From an optimization exercise on the open Yosys and OpenROAD flow, aimed at small area; shortcuts taken in it are not production practice.
In this exercise RTL edits were held to simulation tests only and were not proved equivalent to the original.
Power is estimated from default activity; no workload was simulated. No driver is modelled on the clock port, so clocking that relies on it looks cheaper here than on a real chip.

Design conv_interleaver_commutator, start of the top module:
module conv_interleaver_commutator #(
  parameter int unsigned WIDTH    = 8,
  parameter int unsigned BRANCHES = 12,
  parameter int unsigned DEPTH_M  = 8
) (
  input  logic             clk,
  input  logic             reset,
  input  logic             in_valid,
  input  logic [WIDTH-1:0] in_data,
  input  logic             in_sync,
  output logic             in_ready,
  input  logic             out_ready,
  output logic             out_valid,
  output logic [WIDTH-1:0] out_data,
  output logic             out_sync,
  output logic [3:0]       out_branch,
  output logic             sync_err
);
For scale: ~4700 cells after synthesis, roughly 29 I/O pins, ~130000 µm² of cells after synthesis.
Settings: LEC_CHECK=0, CAP_MARGIN=20, CORE_MARGIN=2, CORE_UTILIZATION=65, SLEW_MARGIN=20; clock period 8.0 ns.
standard.sh (not shown) runs the stock make flow with config.mk's settings and CLKGATE_MAP_FILE= SYNTH_SCRIPT=/design/flow/synth_recipe.tcl, a recipe that flattens the netlist after the stock synthesis.
==> flow/flow/run.sh <==
#!/bin/bash
# The standard layout, with two changes: clock tree synthesis clusters up to 30 sinks within
# 100 um per leaf buffer and inserts no dummy loads, and the port buffers are buf_1 cells.
set -euo pipefail
export CTS_ARGS="-sink_clustering_enable -repair_clock_nets -sink_clustering_size 30 -sink_clustering_max_diameter 100 -dont_use_dummy_load"
export BUFFER_PORTS_ARGS="-buffer_cell sky130_fd_sc_hd__buf_1"
bash standard.sh > standard.log 2>&1
Rerun with:
==> flow/flow/run.sh (replaced) <==
#!/bin/bash
# The standard layout, with two changes: clock tree synthesis clusters up to 30 sinks within
# 80 um per leaf buffer, builds the upper tree from clkbuf_4 cells and inserts no dummy loads;
# and the port buffers are buf_1 cells.
set -euo pipefail
export CTS_ARGS="-sink_clustering_enable -repair_clock_nets -sink_clustering_size 30 -sink_clustering_max_diameter 80 -tree_buf sky130_fd_sc_hd__clkbuf_4 -dont_use_dummy_load"
export BUFFER_PORTS_ARGS="-buffer_cell sky130_fd_sc_hd__buf_1"
bash standard.sh > standard.log 2>&1
CORE_UTILIZATION = 75   (was 65)
Effect:
- The new run died in 5_1_grt (DPL-0033)
- synthesized cell count is unchanged
- synthesized area does not change
Rerun with:
CORE_UTILIZATION = 70   (was 75)
With this change the flow produced a clean layout; synthesized cell count is unchanged; area after synthesis stays the same.
Rerun with:
CORE_UTILIZATION = 65   (was 70)
After rerunning: The changed run passed the timing, design-rule and antenna checks; final cell count grows by 2.4%; via count goes up by 0.72%; core utilization came out lower by 5.3 points; wire length went up by 3.9%; first-iteration DRC count goes up by 21%; clock skew went down by 0.011 ns; clock-buffer cell count increases by 1; sequential power is about the same.


Setup of the previous run:
Another version of the RTL of conv_interleaver_commutator (not shown whole).
Size in the first run: ~4700 cells after synthesis, about 4300 flip-flops, roughly 29 I/O pins, roughly 0.13 mm² of cells after synthesis.
export LEC_CHECK = 0
export CAP_MARGIN = 20
export CORE_MARGIN = 2
export CORE_UTILIZATION = 65
export CTS_CLUSTER_DIAMETER = 100
export CTS_CLUSTER_SIZE = 30
export SLEW_MARGIN = 20
create_clock -name core_clock -period 8.0 [get_ports {clk}]
run.sh (not shown) runs the stock make flow with config.mk's settings and CLKGATE_MAP_FILE= SYNTH_SCRIPT=/design/flow/synth_recipe.tcl, a recipe that flattens the netlist after the stock synthesis.
Stock flow here: none of the scripts above is used.
The previous run went all the way through the flow, and no timing, DRC or antenna check failed.
The inputs of the current run differ from those of the previous run as listed below.
# the previous run
export LEC_CHECK = 0
export CAP_MARGIN = 20
export CORE_MARGIN = 2
export CORE_UTILIZATION = 65
export CTS_CLUSTER_DIAMETER = 100
export CTS_CLUSTER_SIZE = 30
export SLEW_MARGIN = 20
create_clock -name core_clock -period 8.0 [get_ports {clk}]
# the current run
export LEC_CHECK = 0
export CAP_MARGIN = 10
export CORE_MARGIN = 2
export CORE_UTILIZATION = 65
export CTS_CLUSTER_DIAMETER = 100
export CTS_CLUSTER_SIZE = 30
export GPL_TIMING_DRIVEN = 0
export SLEW_MARGIN = 10
create_clock -name core_clock -period 8.0 [get_ports {clk}]
Findings:
The current run: full flow OK, the timing, design-rule and antenna checks passed
Cmp the current run and the previous run / share of final layout cell area taken by non-clock buffers / lower: the previous run
The current run has non-clock buffer count above what the previous run had.
Sequential share of power, the current run and the previous run, higher one = the previous run.


## JK
Another version of the RTL of conv_interleaver_commutator (not shown whole).
For scale: ~4600 cells after synthesis, about 4300 flip-flops, roughly 29 I/O pins.
export LEC_CHECK = 0
export CAP_MARGIN = 20
export CORE_MARGIN = 2
export CORE_UTILIZATION = 70
export SLEW_MARGIN = 20
create_clock -name core_clock -period 8.0 [get_ports {clk}]
standard.sh (not shown) runs the stock make flow with config.mk's settings and CLKGATE_MAP_FILE= SYNTH_SCRIPT=/design/flow/synth_recipe.tcl, a recipe that flattens the netlist after the stock synthesis.
==> flow/flow/run.sh <==
#!/bin/bash
# The standard layout, with two changes: clock tree synthesis clusters up to 34 sinks within
# 80 um per leaf buffer, builds the upper tree from clkbuf_4 cells and inserts no dummy loads;
# and the port buffers are buf_1 cells.
set -euo pipefail
export CTS_ARGS="-sink_clustering_enable -repair_clock_nets -sink_clustering_size 34 -sink_clustering_max_diameter 80 -tree_buf sky130_fd_sc_hd__clkbuf_4 -dont_use_dummy_load"
export BUFFER_PORTS_ARGS="-buffer_cell sky130_fd_sc_hd__buf_1"
bash standard.sh > standard.log 2>&1
JK reached the final stage; the timing, design-rule and antenna checks on its layout passed.
The inputs of MS differ from those of JK as listed below.
==> flow/flow/run.sh <==
#!/bin/bash
# The standard layout, with two changes: clock tree synthesis clusters up to 30 sinks within
# 80 um per leaf buffer, builds the upper tree from clkbuf_4 cells and inserts no dummy loads;
# and the port buffers are buf_1 cells.
set -euo pipefail
export CTS_ARGS="-sink_clustering_enable -repair_clock_nets -sink_clustering_size 30 -sink_clustering_max_diameter 80 -tree_buf sky130_fd_sc_hd__clkbuf_4 -dont_use_dummy_load"
export BUFFER_PORTS_ARGS="-buffer_cell sky130_fd_sc_hd__buf_1"
bash standard.sh > standard.log 2>&1
### Flow results
Max total met2 wirelength after detailed routing across MS and JK: MS. Any difference in cell area between MS and JK is small enough to ignore. Part of the power in the clock network: MS > JK. Routed wire length of MS is on par with JK. Looking at final antenna diode count across MS and JK, the one that comes out higher is MS. According to the power report, total power for MS is higher than for JK. Lower met3 wirelength from detailed routing goes to JK over MS. MS can be clocked faster than JK. When MS is measured against JK, its first-pass GRT wire length turns out 0.72% higher.

[re-timing with driven ports]
In the flow no input, the clock included, has a driving cell. The finished layouts below were timed again as built, in two steps. Step 1 assumes that a clkbuf_16 drives the clock port and a buf_2 every other input. Step 2, shift: input delay + t, output delay - t, t = (earliest + latest rising clock arrival at the registers) / 2. This alone moves slack from input paths to output paths. Slacks: ideal ports / drivers / drivers and shift; pairs: ideal ports / drivers.
run	t (ns)	setup slack, ns	worst data-port slew with drivers (ns)
the first run of note 1	0.879	3.553 / 3.600 / 2.721	0.05
the third run of note 1	1.012	3.148 / 3.209 / 2.197	0.04
the fourth run of note 1	1.010	3.685 / 3.728 / 2.718	0.06
the previous run	0.887	3.276 / 3.335 / 2.447	0.04
the current run	0.897	2.341 / 2.404 / 1.506	0.04
JK	1.009	3.077 / 3.077 / 2.822	0.04
MS	1.006	3.123 / 3.123 / 2.884	0.04
After both steps every run listed still meets setup and hold. For the fourth run of note 1, which loses most, drivers alone change the setup slack by +0.043 ns; drivers and shift together by -0.967 ns.
